What follows belongs to an exercise in optimizing a design on an open flow for a short achievable clock period; a production flow would make more cautious choices. Power is estimated from default activity; no workload was simulated.

==> branch zinc <==
// stack_cpu
module stack_cpu
(
  input  logic        clk,
  input  logic        rst_n,
  output logic [15:0] imem_addr,
  input  logic [15:0] insn,
  output logic [15:0] dmem_addr,
  output logic [15:0] dmem_wdata,
  output logic        dmem_we,
  output logic        dmem_re,
  output logic        dmem_byte,
  input  logic [15:0] dmem_rdata
);
export LEC_CHECK = 0
export ABC_CLOCK_PERIOD_IN_PS = 2000
export CAP_MARGIN = 20
export CORE_MARGIN = 2
export CORE_UTILIZATION = 40
export PLACE_DENSITY = 0.6
export SLEW_MARGIN = 20
export SYNTH_HIERARCHICAL = 1
export SYNTH_MINIMUM_KEEP_SIZE = 0
export TNS_END_PERCENT = 10
create_clock -name core_clock -period 12.5 [get_ports {clk}]
standard.sh (not shown) runs the stock make flow with config.mk's settings and CLKGATE_MAP_FILE= SYNTH_SCRIPT=/design/flow/synth_recipe.tcl, a recipe that flattens the netlist after the stock synthesis.
==> flow/flow/run.sh <==
#!/bin/bash
set -euo pipefail
export SETUP_SLACK_MARGIN=7.5
export BUFFER_PORTS_ARGS="-buffer_cell sky130_fd_sc_hd__buf_6"
bash standard.sh > standard.log 2>&1
==> branch tundra (differences from branch zinc) <==
--- a/flow/design.v
+++ b/flow/design.v
@@ -55,14 +55,16 @@
 module g_aoi221 (input logic a1, a2, b1, b2, c, output logic y);  assign y = ~((a1 & a2) | (b1 & b2) | c); endmodule
 module g_nand3 (input logic a, b, c, output logic y);             assign y = ~(a & b & c);           endmodule
 module g_nand4 (input logic a, b, c, d, output logic y);          assign y = ~(a & b & c & d);       endmodule
 module g_mux2i (input logic s, a0, a1, output logic y);           assign y = ~(s ? a1 : a0);         endmodule
 module g_nor3  (input logic a, b, c, output logic y);             assign y = ~(a | b | c);           endmodule
 module g_ao22  (input logic a1, a2, b1, b2, output logic y);      assign y = (a1 & a2) | (b1 & b2);  endmodule
 module g_ao221 (input logic a1, a2, b1, b2, c, output logic y);   assign y = (a1 & a2) | (b1 & b2) | c; endmodule
+module g_ao21  (input logic a1, a2, b, output logic y);           assign y = (a1 & a2) | b;          endmodule
+module g_o21a  (input logic a1, a2, b, output logic y);           assign y = (a1 | a2) & b;          endmodule
 `timescale 1ns/100ps
 module add_ks10
 (
   input  logic [9:0] a,
   input  logic [9:0] x,
   output logic [9:0] s,
   output logic        con,
@@ -149,15 +151,15 @@
   g_xor2  u_p_7 (.a(a[7]), .b(x[7]), .y(p_7));
   g_xor2  u_s_7 (.a(p_7), .b(g3_6), .y(s[7]));
   g_xor2  u_p_8 (.a(a[8]), .b(x[8]), .y(p_8));
   g_xor2  u_s_8 (.a(p_8), .b(g3_7), .y(s[8]));
   g_xor2  u_p_9 (.a(a[9]), .b(x[9]), .y(p_9));
   g_xnor2 u_s_9 (.a(p_9), .b(g4_8), .y(s[9]));
   assign con = g4_9;
-  g_inv   u_co (.a(g4_9), .y(co));
+  g_ao21  u_co (.a1(t3_9), .a2(g1_1), .b(g3_9), .y(co));
 endmodule
 module add_ks11
 (
   input  logic [10:0] a,
   input  logic [10:0] x,
   output logic [10:0] s,
   output logic        con,
@@ -256,15 +258,15 @@
   g_xor2  u_p_8 (.a(a[8]), .b(x[8]), .y(p_8));
   g_xor2  u_s_8 (.a(p_8), .b(g3_7), .y(s[8]));
   g_xor2  u_p_9 (.a(a[9]), .b(x[9]), .y(p_9));
   g_xnor2 u_s_9 (.a(p_9), .b(g4_8), .y(s[9]));
   g_xor2  u_p_10 (.a(a[10]), .b(x[10]), .y(p_10));
   g_xnor2 u_s_10 (.a(p_10), .b(g4_9), .y(s[10]));
   assign con = g4_10;
-  g_inv   u_co (.a(g4_10), .y(co));
+  g_ao21  u_co (.a1(t3_10), .a2(g2_2_i), .b(g3_10), .y(co));
 endmodule
 module res_mux
 (
   input  logic [8:0]       sel,     
   input  logic [8:0][9:0]  lo,
   input  logic [8:0]       co,      
   input  logic [8:0]       con,     
@@ -418,33 +420,77 @@
     g_inv   u_m3 (.a(a3), .y(m3));
     g_ao22  u_y0 (.a1(e[k/8][0]), .a2(m0), .b1(e[k/8][1]), .b2(m1), .y(y[0][k]));
     g_ao22  u_y1 (.a1(e[k/8][2]), .a2(m2), .b1(e[k/8][3]), .b2(m3), .y(y[1][k]));
     g_ao22  u_y2 (.a1(es_isr[k/8]), .a2(isr[k]), .b1(es_c[k/8]), .b2(c[k]), .y(y[2][k]));
     g_ao221 u_y3 (.a1(es_fp[k/8]), .a2(fp[k]), .b1(es_t[k/8]), .b2(t[k]), .c(imm[k]), .y(y[3][k]));
   end
 endmodule
+module imm_sel
+(
+  input  logic [15:0] insn,
+  output logic        s_lbz,    
+  output logic        s_w,      
+  output logic        s_sx,     
+  output logic        jnz,      
+  output logic        jz        
+);
+  logic off, b, z, w;
+  assign off   = !insn[15] && insn[11:10] == 2'b00;
+  assign b     = off && (insn[14:12] == 3'b010 || insn[14:12] == 3'b011 || insn[14:12] == 3'b101);
+  assign z     = off && insn[14:12] == 3'b110;
+  assign w     = off && insn[14:12] == 3'b100;
+  assign s_lbz = insn[15] || b || z;
+  assign s_w   = w;
+  assign s_sx  = b || w;
+  assign jnz   = insn[15:12] == 4'b0001 && insn[0];
+  assign jz    = insn[15:12] == 4'b0001 && !insn[0];
+endmodule
+module ip2_gate
+(
+  input  logic        t_zero,
+  input  logic [15:0] ip2,
+  output logic [15:0] ip2_z,
+  output logic [15:0] ip2_nz
+);
+  assign ip2_z  = {16{t_zero}} & ip2;
+  assign ip2_nz = {16{!t_zero}} & ip2;
+endmodule
 module imm_pick
 (
   input  logic [15:0] insn,
-  input  logic        s_ip2,
+  input  logic        t_zero,
   input  logic [15:0] ip2,
   output logic [15:0] y
 );
-  always_comb
-  begin
-    y = {16{s_ip2}} & ip2;
-    if (insn[15])
-      y = {1'b0, insn[14:0]};
-    else if (insn[11:10] == 2'b00)
-      case (insn[14:12])
-        3'b010, 3'b011, 3'b101: y = {{6{insn[9]}}, insn[9:0]};
-        3'b100:                 y = {{7{insn[9]}}, insn[9:1]};
-        3'b110:                 y = {6'd0, insn[9:0]};
-        default:                ;
-      endcase
+  logic s_lbz, s_w, s_sx, s_lit, jnz, jz;
+  logic [15:0] ip2_z, ip2_nz;
+  imm_sel u_sel (.insn(insn), .s_lbz(s_lbz), .s_w(s_w), .s_sx(s_sx), .jnz(jnz), .jz(jz));
+  ip2_gate u_ip2 (.t_zero(t_zero), .ip2(ip2), .ip2_z(ip2_z), .ip2_nz(ip2_nz));
+  assign s_lit = insn[15];
+  for (genvar k = 0; k < 16; k++)
+  begin : g_bit
+    logic n0, n1;
+    g_aoi22 u_n1 (.a1(jnz), .a2(ip2_z[k]), .b1(jz), .b2(ip2_nz[k]), .y(n1));
+    if (k < 9)
+    begin : g_lo
+      g_aoi22 u_n0 (.a1(s_lbz), .a2(insn[k]), .b1(s_w), .b2(insn[k+1]), .y(n0));
+    end
+    else if (k == 9)
+    begin : g_9
+      g_aoi22 u_n0 (.a1(s_lbz), .a2(insn[9]), .b1(s_w), .b2(insn[9]), .y(n0));
+    end
+    else if (k < 15)
+    begin : g_hi
+      g_aoi22 u_n0 (.a1(s_lit), .a2(insn[k]), .b1(s_sx), .b2(insn[9]), .y(n0));
+    end
+    else
+    begin : g_15
+      g_nand2 u_n0 (.a(s_sx), .b(insn[9]), .y(n0));
+    end
+    g_nand2 u_y (.a(n0), .b(n1), .y(y[k]));
   end
 endmodule
 module alu_pre
 (
   input  logic [15:0] t,
   input  logic [15:0] n,
   output logic [15:0] tn_sum,
@@ -721,15 +767,15 @@
   g_xor2  u_p_13 (.a(a[13]), .b(x[13]), .y(p_13));
   g_xnor2 u_s_13 (.a(p_13), .b(g4_12), .y(s[13]));
   g_xor2  u_p_14 (.a(a[14]), .b(x[14]), .y(p_14));
   g_xnor2 u_s_14 (.a(p_14), .b(g4_13), .y(s[14]));
   g_xor2  u_p_15 (.a(a[15]), .b(x[15]), .y(p_15));
   g_xnor2 u_s_15 (.a(p_15), .b(g4_14), .y(s[15]));
   assign con = g4_15;
-  g_inv   u_co (.a(g4_15), .y(co));
+  g_ao21  u_co (.a1(t3_15), .a2(g3_7), .b(g3_15), .y(co));
 endmodule
 module hc_sel #(parameter int W = 6)
 (
   input  logic         s,
   input  logic [W-1:0] h,
   input  logic [W-1:0] hm,
   input  logic [W-1:0] hp,
@@ -739,16 +785,15 @@
   assign hc1 = s ? h  : hp;
   assign hc0 = s ? hm : h;
 endmodule
 module res_sel
 (
   input  logic [15:0] insn,
   input  logic        t_zero,
-  output logic [8:0]  sel,
-  output logic        s_ip2
+  output logic [8:0]  sel
 );
   logic is_b, is_w, is_6, cond;
   assign is_b  = insn[15:13] == 3'b001 || insn[15:12] == 4'b0101;
   assign is_w  = insn[15:12] == 4'b0100;
   assign is_6  = insn[15:12] == 4'b0110;
   assign cond  = insn[0] ^ t_zero;    
   assign sel[0] = is_b && insn[11:10] == 2'd1;
@@ -756,15 +801,14 @@
   assign sel[2] = is_b && insn[11:10] == 2'd3;
   assign sel[3] = is_w && insn[11:10] == 2'd1;
   assign sel[4] = is_w && insn[11:10] == 2'd2;
   assign sel[5] = is_w && insn[11:10] == 2'd3;
   assign sel[6] = is_6 && insn[11:10] == 2'd1;
   assign sel[7] = is_6 && insn[11];
   assign sel[8] = insn[15:12] == 4'b0000 || (insn[15:12] == 4'b0001 && cond);
-  assign s_ip2  = insn[15:12] == 4'b0001 && !cond;
 endmodule
 `timescale 1ns/100ps
 module stack_cpu
 (
   input  logic        clk,
   input  logic        rst_n,
   output logic [15:0] imem_addr,
@@ -824,17 +868,15 @@
   add_ks10 u_ip_b (.a(ip[9:0]),   .x(xb), .s(lo[1]), .con(con[1]), .co(co[1]));
   add_ks10 u_c_b  (.a(ctop[9:0]), .x(xb), .s(lo[2]), .con(con[2]), .co(co[2]));
   add_ks10 u_fp_w (.a(fp[9:0]),   .x(xw), .s(lo[3]), .con(con[3]), .co(co[3]));
   add_ks10 u_ip_w (.a(ip[9:0]),   .x(xw), .s(lo[4]), .con(con[4]), .co(co[4]));
   add_ks10 u_c_w  (.a(ctop[9:0]), .x(xw), .s(lo[5]), .con(con[5]), .co(co[5]));
   add_ks10 u_t_b  (.a(top0[9:0]), .x(xb), .s(lo[7]), .con(con[7]), .co(co[7]));
   add_ks11 u_br   (.a(ip[10:0]),  .x(insn[11:1]), .s(br_lo), .con(con[8]), .co(co[8]));
-  assign lo[6] = lo[0];
-  assign con[6] = con[0];
-  assign co[6]  = co[0];
+  add_ks10 u_fp_z (.a(fp[9:0]),   .x(xb), .s(lo[6]), .con(con[6]), .co(co[6]));   
   assign lo[8] = br_lo[9:0];
   assign blo10 = br_lo[10];
   hc_sel #(.W(6)) u_hc_fp (.s(sgn), .h(fp[15:10]),   .hm(fp_hm), .hp(fp_hp), .hc0(hc0[0]), .hc1(hc1[0]));
   hc_sel #(.W(6)) u_hc_ip (.s(sgn), .h(ip[15:10]),   .hm(ip_hm), .hp(ip_hp), .hc0(hc0[1]), .hc1(hc1[1]));
   hc_sel #(.W(6)) u_hc_c  (.s(sgn), .h(ctop[15:10]), .hm(c_hm),  .hp(c_hp),  .hc0(hc0[2]), .hc1(hc1[2]));
   assign hc1[3] = hc1[0];
   assign hc0[3] = hc0[0];
@@ -843,17 +885,17 @@
   assign hc1[5] = hc1[2];
   assign hc0[5] = hc0[2];
   assign hc1[6] = fp_hp;
   assign hc0[6] = fp[15:10];
   assign hc1[7] = t_hp;
   assign hc0[7] = top0[15:10];
   hc_sel #(.W(5)) u_hc_br (.s(insn[11]), .h(ip[15:11]), .hm(br_hm), .hp(br_hp), .hc0(bhc0), .hc1(bhc1));
-  logic s_br, s_ip2, s_6i, s_6f, s_sisr, s_sc, s_sfp;
+  logic s_br, s_6i, s_6f, s_sisr, s_sc, s_sfp;
   logic [8:0] sel;
-  res_sel u_rsel (.insn(insn), .t_zero(t_zero), .sel(sel), .s_ip2(s_ip2));
+  res_sel u_rsel (.insn(insn), .t_zero(t_zero), .sel(sel));
   assign s_br = sel[8];
   assign s_6i   = is_6 && asel == 2'd0;
   assign s_6f   = is_6 && asel == 2'd1;
   assign s_sisr = is_sys && insn[4] && !insn[0];
   assign s_sc   = is_sys && !insn[4] && !insn[0] && insn[3:2] == 2'b00;
   assign s_sfp  = is_sys && insn[3:0] == 4'b0011;
   logic [3:0][15:0] v_op7;
@@ -863,21 +905,23 @@
   logic [4:0]  bha, bhb;
   op7_pick u_op7 (.insn(insn), .tn_sum(tn_sum), .tn_dif(tn_dif),
                   .tn_and(tn_and), .tn_or(tn_or), .tn_xor(tn_xor),
                   .tn_shl(tn_shl), .tn_shr(tn_shr), .tn_eq(tn_eq), .tn_lt(tn_lt),
                   .t(top0), .n(top1), .t_addz(t_addz),
                   .t_addnz(t_addnz), .isr(isr), .c(ctop), .fp(fp), .imm(v_imm),
                   .y(v_op7));
-  imm_pick u_imm (.insn(insn), .s_ip2(s_ip2), .ip2(ip2), .y(v_imm));
+  imm_pick u_imm (.insn(insn), .t_zero(t_zero), .ip2(ip2), .y(v_imm));
   assign rsel = {sel[8:1], sel[0] || sel[6]};
   for (genvar j = 0; j < 8; j++)
   begin : g_hg
     hc_gate #(.W(6)) u_hg (.sel(sel[j]), .hc0(hc0[j]), .hc1(hc1[j]), .ha(ha[j]), .hb(hb[j]));
   end
   hc_gate #(.W(5)) u_hg_br (.sel(sel[8]), .hc0(bhc0), .hc1(bhc1), .ha(bha), .hb(bhb));
+  res_mux u_res_port (.sel(rsel), .lo(lo), .co(co), .con(con), .ha(ha), .hb(hb), .bha(bha), .bhb(bhb),
+                 .blo10(blo10), .op7(v_op7), .y(dmem_addr));
   res_mux u_res (.sel(rsel), .lo(lo), .co(co), .con(con), .ha(ha), .hb(hb), .bha(bha), .bhb(bhb),
                  .blo10(blo10), .op7(v_op7), .y(alu_res));
   logic push, pop, load_stk, wr1, rd, wr, byt, cpush, cpop;
   assign push     = is_lit || op == 4'b0010 || (is_w && !insn[0]) || op == 4'b0101 ||
                     (op == 4'b0111 && insn[7]);
   assign pop      = is_jc || op == 4'b0011 || (is_w && insn[0]) || (is_alu && insn[6]) ||
                     (is_sys && insn[2]) || (is_sys && insn[4] && insn[0]);
@@ -886,15 +930,14 @@
   assign rd       = op == 4'b0010 || (is_w && !insn[0]) || s_6i ||
                     (is_sys && insn[3:2] == 2'b10);
   assign wr       = op == 4'b0011 || (is_w && insn[0]) || (is_sys && insn[3:2] == 2'b11);
   assign byt      = insn[15:13] == 3'b001 || (op == 4'b0111 && insn[0]);
   assign cpush    = (is_j && insn[0]) || s_6i || s_sisr || s_sfp;
   assign cpop     = s_sc;
   assign imem_addr  = ip;
-  assign dmem_addr  = alu_res;
   assign dmem_wdata = (op == 4'b0111 && !(insn[11] && insn[4])) ? top1 : top0;
   assign dmem_we    = rst_n && wr;
   assign dmem_re    = rst_n && rd;
   assign dmem_byte  = byt && (rd || wr);
   logic [15:0] rd_data, din, ip_nx, fp_nx, cdin;
   assign rd_data = byt ? {8'h00, dmem_rdata[7:0]} : dmem_rdata;
   assign din     = rd ? rd_data : alu_res;
==> comparison table <==
metric                                                         branch tundra     branch zinc
Run status                                                    finished clean  finished clean
Maximum number of pins on one net before global-route repair              59              64
Detailed-route via count                                               35700           32600
Clock power frac                                                       27.9%           29.3%
Max Fanout on Critical Path                                               11              10
Routed length on met3                                               16400 µm        13300 µm
Instance count on the critical path                                        7              10
Worst Hold Path EP                                                   isr[12]         isr[14]
Setup crit end                                                  dmem_addr[2]    dmem_addr[8]
Combinational power share                                              37.6%           36.2%
Via count of the first global-routing pass                             33800           30900
Synthesized netlist cell count                                          3928            3722
Per-instance average area after synthesis                           11.1 µm²        11.1 µm²
Sum of routed wire segments on met1                                 67800 µm        59400 µm
Met2 usage in global routing                                           42.7%           40.7%
Function was not checked in any run of this note: the RTL went through the layout flow alone.

==> what the ideal ports hide <==
How much do the figures lean on ideal ports? The routed layouts below were timed once more, with nothing changed but the port constraints.
Step 1 assumes that a clkbuf_16 drives the clock port and a buf_2 every other input.
Step 2 times the ports against the registers' clock, not the clock port: input delays grow and output delays shrink by t, the midpoint of the rising clock arrivals with the driver on.
Slacks: ideal / step 1 / step 2; pairs: ideal / step 1.
| run | t (ns) | setup slack, ns | hold slack, ns | worst slew at a driven data input, ns |
|---|---|---|---|---|
| branch zinc | 0.685 | 5.458 / 5.153 / 5.153 | 0.491 / 0.491 / 0.491 | 0.32 |
| branch tundra | 0.692 | 5.434 / 5.163 / 5.163 | 0.503 / 0.503 / 0.503 | 0.37 |
After both steps setup and hold are still met in every run listed. The setup slack of branch zinc, which loses most, moves by -0.305 ns with the drivers and by -0.305 ns with both steps.
